This design comes from an exercise in tuning for small area, a short achievable clock period and few clock cycles on the open sky130 flow, not from production work. The RTL was checked by simulation tests, not by an equivalence proof against the original design. Power figures rest on the tool's default switching activity, not on a simulated workload.

==> flow/design.v <==
`timescale 1ns / 1ps
`default_nettype none
package rhpm_pkg;
   localparam logic [7:0] OPEN_MARK  = 8'h5B;
   localparam logic [7:0] CLOSE_MARK = 8'h5D;
   localparam logic [8:0]  SKIP_MAX  = 9'd511;
   localparam logic [15:0] TOTAL_MAX = 16'hFFFF;
endpackage
`default_nettype wire
`timescale 1ns / 1ps
`default_nettype none
module rolling_hash_pattern_marker_core (
   input  wire logic        clock,
   input  wire logic        reset,
   input  wire logic        req_valid,
   output logic             req_stall,
   input  wire logic [7:0]  req_text_byte,
   input  wire logic        req_end_of_line,
   input  wire logic        req_clear_total,
   output logic             rsp_valid,
   input  wire logic        rsp_stall,
   output logic [7:0]       rsp_out_byte,
   output logic             rsp_line_done,
   output logic             rsp_line_matched,
   output logic [15:0]      rsp_total_matches,
   input  wire logic        csr_valid,
   output logic             csr_ready,
   input  wire logic [2:0]  csr_index,
   input  wire logic [63:0] csr_data
);
   logic [7:0]  pat_ff [16];
   logic        pv_lo_ff, pv_hi_ff;
   logic [3:0]  mm1_ff;                  
   logic        sv_ff, hv_ff;
   logic [7:0]  sb_ff, hb_ff;
   logic        se_ff, sc_ff, he_ff, hc_ff;
   logic [7:0]  w_ff [16];
   logic [14:0] dv_ff;
   logic [3:0]  f_ff;                    
   logic        full_ff;                 
   logic        mm_ff;                   
   logic        sz_ff;                   
   logic        sle_ff;                  
   logic [8:0]  skip_ff;
   logic        matched_ff;
   logic [15:0] total_ff;
   logic        busy_ff;
   logic        br_ff;                   
   logic        cl_ff;                   
   logic        beol_ff;                 
   logic        bm_ff;                   
   logic [3:0]  r_ff;
   logic [3:0]  ki_ff;
   logic        ov_ff;
   logic [7:0]  ob_ff;
   logic        od_ff, om_ff;
   logic        csr_wr;
   logic        cr_ff;                   
   assign csr_ready = cr_ff;
   assign csr_wr    = csr_valid && cr_ff;
   assign req_stall = hv_ff;
   logic        out_free, accept, proc, s_load, wait_c;
   logic [7:0]  c;
   logic        eol, clr;
   assign out_free = !ov_ff || !rsp_stall;
   assign accept   = req_valid && !hv_ff;
   assign c        = sb_ff;
   assign eol      = se_ff;
   assign clr      = sc_ff;
   logic [15:0] eq, dn;
   logic        cz, match, may_match;
   assign cz = (c == 8'd0);
   always_comb begin
      for (int i = 0; i < 16; i++) begin
         if ((i < 8) ? pv_lo_ff : pv_hi_ff) begin
            eq[i] = (c == pat_ff[i]);
         end else begin
            eq[i] = cz;
         end
      end
      dn[0] = eq[0];
      for (int i = 1; i < 16; i++) begin
         dn[i] = dv_ff[i-1] & eq[i];
      end
   end
   logic [15:0] sel_m, sel_p;
   logic        eq_m, mm_nx;
   always_comb begin
      for (int i = 0; i < 16; i++) begin
         sel_m[i] = (mm1_ff == 4'(i));
         sel_p[i] = (mm1_ff == 4'(i + 1));
      end
   end
   assign eq_m      = |(sel_m & eq);
   assign match     = mm_ff && eq_m;
   assign mm_nx     = (mm1_ff == 4'd0) || |(sel_p & dn);
   assign may_match = mm_ff;
   logic        full, s_le_f, s_zero;
   logic [3:0]  fl_idx;
   logic [9:0]  skip_sum;
   logic [8:0]  skip_a;
   assign full     = full_ff;
   assign s_zero   = sz_ff;
   assign s_le_f   = sle_ff;
   assign fl_idx   = f_ff - skip_ff[3:0];
   assign skip_sum = {1'b0, skip_ff} + {5'd0, mm1_ff} + 10'd1;
   assign skip_a   = skip_sum[9] ? rhpm_pkg::SKIP_MAX : skip_sum[8:0];
   assign wait_c = busy_ff && (may_match || clr || (eol ? s_le_f : (full && s_zero)));
   assign proc   = sv_ff && out_free && !wait_c;
   assign s_load = proc || !sv_ff;
   logic [3:0]  widx;
   logic [7:0]  wbyte;
   assign widx  = busy_ff ? ki_ff : (mm1_ff - 4'd1);
   assign wbyte = (!busy_ff && (mm1_ff == 4'd0)) ? c : w_ff[widx];
   logic        fsz;
   assign fsz = full && s_zero;
   logic        ld;
   logic [7:0]  nb;
   logic        nd, nm;
   always_comb begin
      ld = 1'b0;
      nb = wbyte;
      nd = 1'b0;
      nm = 1'b0;
      if (busy_ff) begin
         ld = out_free;
         if (cl_ff) begin
            nb = rhpm_pkg::CLOSE_MARK;
            nd = beol_ff;
            nm = beol_ff;
         end else begin
            nd = !br_ff && (r_ff == 4'd0);
            nm = !br_ff && (r_ff == 4'd0) && bm_ff;
         end
      end else if (proc) begin
         if (match) begin
            ld = 1'b1;
            nb = rhpm_pkg::OPEN_MARK;
         end else begin
            ld = full && s_zero;
            nd = eol && (mm1_ff == 4'd0);
            nm = eol && (mm1_ff == 4'd0) && matched_ff;
         end
      end
   end
   always_ff @(posedge clock) begin
      if (csr_wr && (csr_index == 3'd0)) begin
         for (int k = 0; k < 8; k++) pat_ff[k] <= csr_data[8*k +: 8];
      end
      if (csr_wr && (csr_index == 3'd1)) begin
         for (int k = 0; k < 8; k++) pat_ff[8+k] <= csr_data[8*k +: 8];
      end
   end
   always_ff @(posedge clock) begin
      if (reset) begin
         pv_lo_ff <= 1'b0;
         pv_hi_ff <= 1'b0;
         mm1_ff   <= 4'd0;
      end else if (csr_wr) begin
         case (csr_index)
            3'd0: pv_lo_ff <= 1'b1;
            3'd1: pv_hi_ff <= 1'b1;
            3'd2: begin
               if (csr_data[4:0] == 5'd0) mm1_ff <= 4'd0;
               else if (csr_data[4]) mm1_ff <= 4'd15;
               else mm1_ff <= csr_data[3:0] - 4'd1;
            end
            default: ;
         endcase
      end
   end
   always_ff @(posedge clock) begin
      if (reset) begin
         sv_ff <= 1'b0;
         cr_ff <= 1'b1;
         hv_ff <= 1'b0;
      end else if (s_load) begin
         sv_ff <= hv_ff || accept;
         cr_ff <= !(hv_ff || accept);
         hv_ff <= 1'b0;
      end else if (accept) begin
         hv_ff <= 1'b1;
      end
      if (s_load) begin
         if (hv_ff) begin
            sb_ff <= hb_ff;
            se_ff <= he_ff;
            sc_ff <= hc_ff;
         end else begin
            sb_ff <= req_text_byte;
            se_ff <= req_end_of_line;
            sc_ff <= req_clear_total;
         end
      end
      if (accept) begin
         hb_ff <= req_text_byte;
         he_ff <= req_end_of_line;
         hc_ff <= req_clear_total;
      end
   end
   always_ff @(posedge clock) begin
      if (proc) begin
         w_ff[0] <= c;
         for (int i = 1; i < 16; i++) w_ff[i] <= w_ff[i-1];
      end
   end
   logic [3:0]  f_nx;
   logic        full_nx;
   logic [8:0]  skip_m, skip_nm, skip_nx;
   logic        sz_nm, sle_nm, sz_nx, sle_nx;
   assign f_nx    = full ? f_ff : (f_ff + 4'd1);
   assign full_nx = full || ((f_ff + 4'd1) == mm1_ff);
   assign skip_m  = skip_a - 9'd1;
   assign skip_nm = (full && !s_zero) ? (skip_ff - 9'd1) : skip_ff;
   assign sz_nm   = s_zero || (full && (skip_ff == 9'd1));
   assign sle_nm  = (skip_nm <= {5'd0, f_nx});
   assign skip_nx = match ? skip_m : skip_nm;
   assign sz_nx   = match ? (s_zero && (mm1_ff == 4'd0)) : sz_nm;
   assign sle_nx  = match ? (s_zero && full_nx) : sle_nm;
   logic [15:0] total_inc, total_nx;
   assign total_inc = (total_ff == rhpm_pkg::TOTAL_MAX) ? total_ff : (total_ff + 16'd1);
   assign total_nx  = clr ? {15'd0, match} : (match ? total_inc : total_ff);
   always_ff @(posedge clock) begin
      if (reset) begin
         dv_ff      <= '0;
         f_ff       <= '0;
         full_ff    <= 1'b1;
         mm_ff      <= 1'b1;
         sz_ff      <= 1'b1;
         sle_ff     <= 1'b1;
         skip_ff    <= '0;
         matched_ff <= 1'b0;
         total_ff   <= '0;
      end else if (csr_wr && (csr_index == 3'd2)) begin
         full_ff <= (csr_data[4:0] <= 5'd1);
         mm_ff   <= (csr_data[4:0] <= 5'd1);
      end else if (proc) begin
         total_ff <= total_nx;
         if (eol) begin
            dv_ff      <= '0;
            f_ff       <= '0;
            full_ff    <= (mm1_ff == 4'd0);
            mm_ff      <= (mm1_ff == 4'd0);
            sz_ff      <= 1'b1;
            sle_ff     <= 1'b1;
            skip_ff    <= '0;
            matched_ff <= 1'b0;
         end else begin
            dv_ff   <= dn[14:0];
            f_ff    <= f_nx;
            full_ff <= full_nx;
            mm_ff   <= mm_nx;
            skip_ff <= skip_nx;
            sz_ff   <= sz_nx;
            sle_ff  <= sle_nx;
            if (match) matched_ff <= 1'b1;
         end
      end
   end
   always_ff @(posedge clock) begin
      if (reset) begin
         busy_ff <= 1'b0;
      end else if (busy_ff) begin
         if (out_free && (cl_ff || (!br_ff && (r_ff == 4'd0)))) begin
            busy_ff <= 1'b0;
         end
      end else if (proc) begin
         busy_ff <= match || (eol && s_le_f && !(fsz && (mm1_ff == 4'd0)));
      end
      if (busy_ff) begin
         if (out_free && !cl_ff) begin
            if (r_ff == 4'd0) begin
               cl_ff <= 1'b1;
            end else begin
               r_ff <= r_ff - 4'd1;
            end
            if (!proc) ki_ff <= ki_ff - 4'd1;
         end
      end else begin
         br_ff   <= match;
         cl_ff   <= 1'b0;
         beol_ff <= eol;
         bm_ff   <= matched_ff;
         r_ff    <= match ? mm1_ff : fsz ? (mm1_ff - 4'd1) : fl_idx;
         ki_ff   <= match ? mm1_ff : fsz ? (mm1_ff - 4'd1) : fl_idx;
      end
   end
   always_ff @(posedge clock) begin
      if (reset) begin
         ov_ff <= 1'b0;
      end else if (ld) begin
         ov_ff <= 1'b1;
      end else if (!rsp_stall) begin
         ov_ff <= 1'b0;
      end
      if (ld) begin
         ob_ff <= nb;
         od_ff <= nd;
         om_ff <= nm;
      end
   end
   assign rsp_valid         = ov_ff;
   assign rsp_out_byte      = ob_ff;
   assign rsp_line_done     = od_ff;
   assign rsp_line_matched  = om_ff;
   assign rsp_total_matches = total_ff;
endmodule
`default_nettype wire
==> flow/config.mk <==
export PLATFORM = sky130hd
export DESIGN_NAME = rolling_hash_pattern_marker_core
export DESIGN_NICKNAME = rolling_hash_pattern_marker_core
export VERILOG_FILES = /design/flow/design.v
export SDC_FILE = /design/flow/constraint.sdc
export NUM_CORES = 4
export LEC_CHECK = 0
export CAP_MARGIN = 20
export CORE_MARGIN = 2
export CORE_UTILIZATION = 65
export CTS_CLUSTER_DIAMETER = 80
export CTS_CLUSTER_SIZE = 20
export PLACE_DENSITY = 0.75
export SLEW_MARGIN = 20
==> flow/constraint.sdc <==
create_clock -name core_clock -period 11.0 [get_ports {clock}]
set_input_delay 2.2000 -clock core_clock [delete_from_list [all_inputs] [get_ports {clock}]]
set_output_delay 2.2000 -clock core_clock [all_outputs]
set_load 0.01 [all_outputs]
standard.sh (not shown) runs the stock make flow with config.mk's settings and CLKGATE_MAP_FILE= SYNTH_SCRIPT=/design/flow/synth_recipe.tcl, a recipe that flattens the netlist after the stock synthesis.
==> flow/flow/run.sh <==
#!/bin/bash
set -euo pipefail
export SETUP_SLACK_MARGIN=7.6
export BUFFER_PORTS_ARGS="-buffer_cell sky130_fd_sc_hd__buf_1"
bash standard.sh > standard.log 2>&1
The first run finished with timing, DRC and antenna clean.
Testbench counts at the start, summed over its fixed seeds: cycles 16,069.
Then changed:
==> flow/flow/run.sh (replaced) <==
#!/bin/bash
set -euo pipefail
export SETUP_SLACK_MARGIN=7.3
export BUFFER_PORTS_ARGS="-buffer_cell sky130_fd_sc_hd__buf_1"
bash standard.sh > standard.log 2>&1
--- a/flow/config.mk
+++ b/flow/config.mk
@@ -8,7 +8,7 @@
 export CAP_MARGIN = 20
 export CORE_MARGIN = 2
-export CORE_UTILIZATION = 65
+export CORE_UTILIZATION = 55
 export CTS_CLUSTER_DIAMETER = 80
 export CTS_CLUSTER_SIZE = 20
-export PLACE_DENSITY = 0.75
+export PLACE_DENSITY = 0.65
 export SLEW_MARGIN = 20
=> Hold slack stays flat. Routed wire length stays flat. Count of clock-buffer cells in the layout went down by 8. Cell count rose by 2.3%. Power increases by 0.73%. Core utilization is lower by 12 points. Register-to-register slack degrades by 200 ps. Final area drops by 0.63%. Synthesized cell count is unchanged. Combinational power decreases by about 5%.
Then changed:
==> flow/flow/run.sh (replaced) <==
#!/bin/bash
set -euo pipefail
export SETUP_SLACK_MARGIN=7.6
export BUFFER_PORTS_ARGS="-buffer_cell sky130_fd_sc_hd__buf_1"
bash standard.sh > standard.log 2>&1
--- a/flow/config.mk
+++ b/flow/config.mk
@@ -9,6 +9,6 @@
 export CORE_MARGIN = 2
 export CORE_UTILIZATION = 55
-export CTS_CLUSTER_DIAMETER = 80
-export CTS_CLUSTER_SIZE = 20
+export CTS_CLUSTER_DIAMETER = 100
+export CTS_CLUSTER_SIZE = 25
 export PLACE_DENSITY = 0.65
 export SLEW_MARGIN = 20
Effect: Total power goes down by 1.5%; setup slack gets better by 230 ps; synthesized cell count is unchanged; clock skew stays flat.
Then changed:
==> flow/run.sh (new file) <==
#!/bin/bash
# synth_recipe.tcl (not shown) runs the flow's synth.tcl, then flattens the netlist and writes it again
# the make line also repeats each setting of config.mk as NAME=value (left out here)
make -C /OpenROAD-flow-scripts/flow DESIGN_CONFIG=/design/flow/config.mk WORK_HOME=/design/flow/orfs CLKGATE_MAP_FILE= SYNTH_SCRIPT=/design/flow/synth_recipe.tcl finish
--- a/flow/config.mk
+++ b/flow/config.mk
@@ -9,6 +9,7 @@
 export CORE_MARGIN = 2
 export CORE_UTILIZATION = 55
-export CTS_CLUSTER_DIAMETER = 100
-export CTS_CLUSTER_SIZE = 25
+export CTS_CLUSTER_DIAMETER = 80
+export CTS_CLUSTER_SIZE = 20
 export PLACE_DENSITY = 0.65
+export SETUP_SLACK_MARGIN = 5
 export SLEW_MARGIN = 20
removed: flow/flow/run.sh
removed: flow/standard.sh
Outcome: The changed run finished with timing, DRC and antenna clean. Clock power climbs by 13%. Register-to-register slack gets worse by 770 ps. Clock skew climbs by 3.0 ps. Worst hold slack gets worse by 5.9 ps. Via count drops by 3.9%. Die area is unchanged.

========
// rolling_hash_pattern_marker_core: RTL as listed in full above, without the edits since
export LEC_CHECK = 0
export CAP_MARGIN = 20
export CORE_MARGIN = 2
export CORE_UTILIZATION = 45
export CTS_CLUSTER_DIAMETER = 80
export CTS_CLUSTER_SIZE = 20
export PLACE_DENSITY = 0.55
export SLEW_MARGIN = 20
create_clock -name core_clock -period 11.0 [get_ports {clock}]
==> flow/flow/run.sh <==
#!/bin/bash
set -euo pipefail
export SETUP_SLACK_MARGIN=7.6
export BUFFER_PORTS_ARGS="-buffer_cell sky130_fd_sc_hd__buf_1"
bash standard.sh > standard.log 2>&1
Testbench counts at the start, summed over its fixed seeds: cycles 16,069.
Change:
==> flow/flow/run.sh (replaced) <==
#!/bin/bash
set -euo pipefail
export SETUP_SLACK_MARGIN=7.9
export BUFFER_PORTS_ARGS="-buffer_cell sky130_fd_sc_hd__buf_1"
bash standard.sh > standard.log 2>&1
--- a/flow/config.mk
+++ b/flow/config.mk
@@ -8,7 +8,7 @@
 export CAP_MARGIN = 20
 export CORE_MARGIN = 2
-export CORE_UTILIZATION = 45
+export CORE_UTILIZATION = 55
 export CTS_CLUSTER_DIAMETER = 80
 export CTS_CLUSTER_SIZE = 20
-export PLACE_DENSITY = 0.55
+export PLACE_DENSITY = 0.65
 export SLEW_MARGIN = 20
Effect: The new run finished with timing, DRC and antenna clean; utilization rises by 16 points; sequential share of layout area falls by 3.6 points; register-to-register slack improved by 0.08 ns; synthesized area stays the same; routed wire length rises by 5.6%; non-clock buffer count rises by 69; sequential power barely changes; power stays flat; global-route usage rises by 5.5 points; flip-flop and latch count is unchanged.
Change:
==> flow/flow/run.sh (replaced) <==
#!/bin/bash
set -euo pipefail
export SETUP_SLACK_MARGIN=7.6
export BUFFER_PORTS_ARGS="-buffer_cell sky130_fd_sc_hd__buf_1"
bash standard.sh > standard.log 2>&1
After rerunning:
- The new run completed with no timing, DRC or antenna violations
- routed wire length goes down by roughly a tenth
- die area does not change
- total power goes down by a few percent
- clock-buffer cell count goes down by 4
- maximum frequency goes up slightly

========
== job 101 ==
rolling_hash_pattern_marker_core, a different RTL version from the one above (not shown whole).
Size in the first run: about 1300 cells after synthesis, ~360 flip-flops.
==> flow/config.mk <==
export PLATFORM = sky130hd
export DESIGN_NAME = rolling_hash_pattern_marker_core
export DESIGN_NICKNAME = rolling_hash_pattern_marker_core
export VERILOG_FILES = /design/flow/design.v
export SDC_FILE = /design/flow/constraint.sdc
export NUM_CORES = 4
export LEC_CHECK = 0
export CAP_MARGIN = 20
export CORE_MARGIN = 2
export CORE_UTILIZATION = 55
export CTS_BUF_LIST = sky130_fd_sc_hd__clkbuf_8
export CTS_CLUSTER_DIAMETER = 60
export CTS_CLUSTER_SIZE = 15
export PLACE_DENSITY = 0.65
export SLEW_MARGIN = 20
==> flow/constraint.sdc <==
create_clock -name core_clock -period 11.0 [get_ports {clock}]
set_input_delay 2.2000 -clock core_clock [delete_from_list [all_inputs] [get_ports {clock}]]
set_output_delay 2.2000 -clock core_clock [all_outputs]
set_load 0.01 [all_outputs]
==> flow/flow/run.sh <==
#!/bin/bash
set -euo pipefail
export SETUP_SLACK_MARGIN=7.6
export BUFFER_PORTS_ARGS="-buffer_cell sky130_fd_sc_hd__buf_1"
bash standard.sh > standard.log 2>&1
Testbench counts of job 101, summed over its fixed seeds: cycles 16,069.
Input-level comparison between job 102 and job 101:
- CORE_UTILIZATION now 60, was 55
- PLACE_DENSITY now 0.7, was 0.65
Findings:
Result for job 102 and job 101: all clean
Delta (job 102 minus job 101): clock period minus worst slack now smaller; part of the power in combinational logic comparable.
Summary — post-layout net count, job 102 relative to job 101: higher, by 6.
Sort job 102 and job 101 by stage delay of the slowest cell on the critical path, ascending, and job 102 comes first.
Sequential power: job 102 vs job 101, no meaningful difference
Compared with job 101, job 102 shows first-pass GRT wire length lower by 1.9%.
Summary: with job 101 as the reference, wire length in job 102 moved down slightly.
Of job 102 and job 101, job 101 shows the higher buffers inserted during post-CTS setup optimization, with job 102 below it.
Job 102 ended with more final worst-path setup slack than job 101.
## Diff of input files: job 103 against job 102
- CORE_UTILIZATION changed from 60 to 55
- PLACE_DENSITY changed from 0.7 to 0.65
- GPL_TIMING_DRIVEN newly set to 0
### Flow results
Taking job 102 as the reference, in job 103 wire length went up by about 13%; maximum VDD drop rose about 26%; non-clock buffer count now larger; synthesis-to-layout area growth picked up an extra 3.3 points.
Proportion of layout cells with a drive suffix above 1 ended up 3.0 points higher on job 103 than on job 102.
Between job 102 and job 103, the flow reports fmax decreasing slightly.
In job 103, the number of placement rows came out 2 above the value in job 102.
A origin of the worst setup path of ob_ff[0]$_DFFE_PP_ is what job 103 shows, while total_ff[12]$_SDFFE_PP0P_ belongs to job 102.
[inputs] job 104 vs job 103
- GPL_TIMING_DRIVEN: 0 -> unset
==> flow/flow/run.sh <==
#!/bin/bash
set -euo pipefail
export SETUP_SLACK_MARGIN=7.7
export BUFFER_PORTS_ARGS="-buffer_cell sky130_fd_sc_hd__buf_1"
bash standard.sh > standard.log 2>&1
==> summary.txt <==
- Job 104 against job 103; combinational logic power is down by a little under 10%.
- Measured against each other, job 104 and job 103 differ in via count of the first global-routing pass, the higher figure coming from job 103.
- Taking job 103 as the reference point, the reported leakage power of job 104 rises by about 0.7%.

==> static timing again, ports no longer ideal <==
How much do the figures lean on ideal ports? The routed layouts below were timed once more, with nothing changed but the port constraints.
Step 1: set_driving_cell puts a clkbuf_16 on clock and a buf_2 on each other input, an assumption about the parent block.
Step 2 times the ports against the registers' clock, not the clock port: input delays grow and output delays shrink by t, the midpoint of the rising clock arrivals with the driver on.
a / b / c = ideal ports / drivers / drivers and shift; a / b = the first two.
run	shift t [ns]	slack for setup (ns)	hold WS [ns]	slew at the worst register clock pin (ns)
the first run of note 1	0.573	7.628 / 7.579 / 7.098	0.449 / 0.449 / 0.449	0.09 / 0.09
the second run of note 1	0.596	7.407 / 7.439 / 6.843	0.451 / 0.451 / 0.451	0.09 / 0.09
the third run of note 1	0.567	7.635 / 7.613 / 7.097	0.455 / 0.455 / 0.455	0.10 / 0.10
the fourth run of note 1	0.593	6.000 / 6.030 / 5.438	0.449 / 0.449 / 0.449	0.09 / 0.09
the first run of note 2	0.602	7.597 / 7.596 / 7.008	0.433 / 0.433 / 0.433	0.09 / 0.09
the second run of note 2	0.586	7.645 / 7.599 / 7.072	0.454 / 0.454 / 0.454	0.09 / 0.09
the third run of note 2	0.589	7.658 / 7.608 / 7.103	0.453 / 0.453 / 0.453	0.09 / 0.09
job 101	0.643	7.593 / 7.547 / 7.076	0.440 / 0.440 / 0.440	0.10 / 0.10
job 102	0.645	7.639 / 7.596 / 7.045	0.440 / 0.440 / 0.440	0.10 / 0.10
job 103	0.663	7.613 / 7.564 / 6.992	0.453 / 0.453 / 0.453	0.10 / 0.10
job 104	0.649	7.630 / 7.583 / 7.124	0.440 / 0.440 / 0.440	0.10 / 0.10
After both steps every run listed still meets setup and hold. For job 103, which loses most, drivers alone change the setup slack by -0.049 ns; drivers and shift together by -0.621 ns.
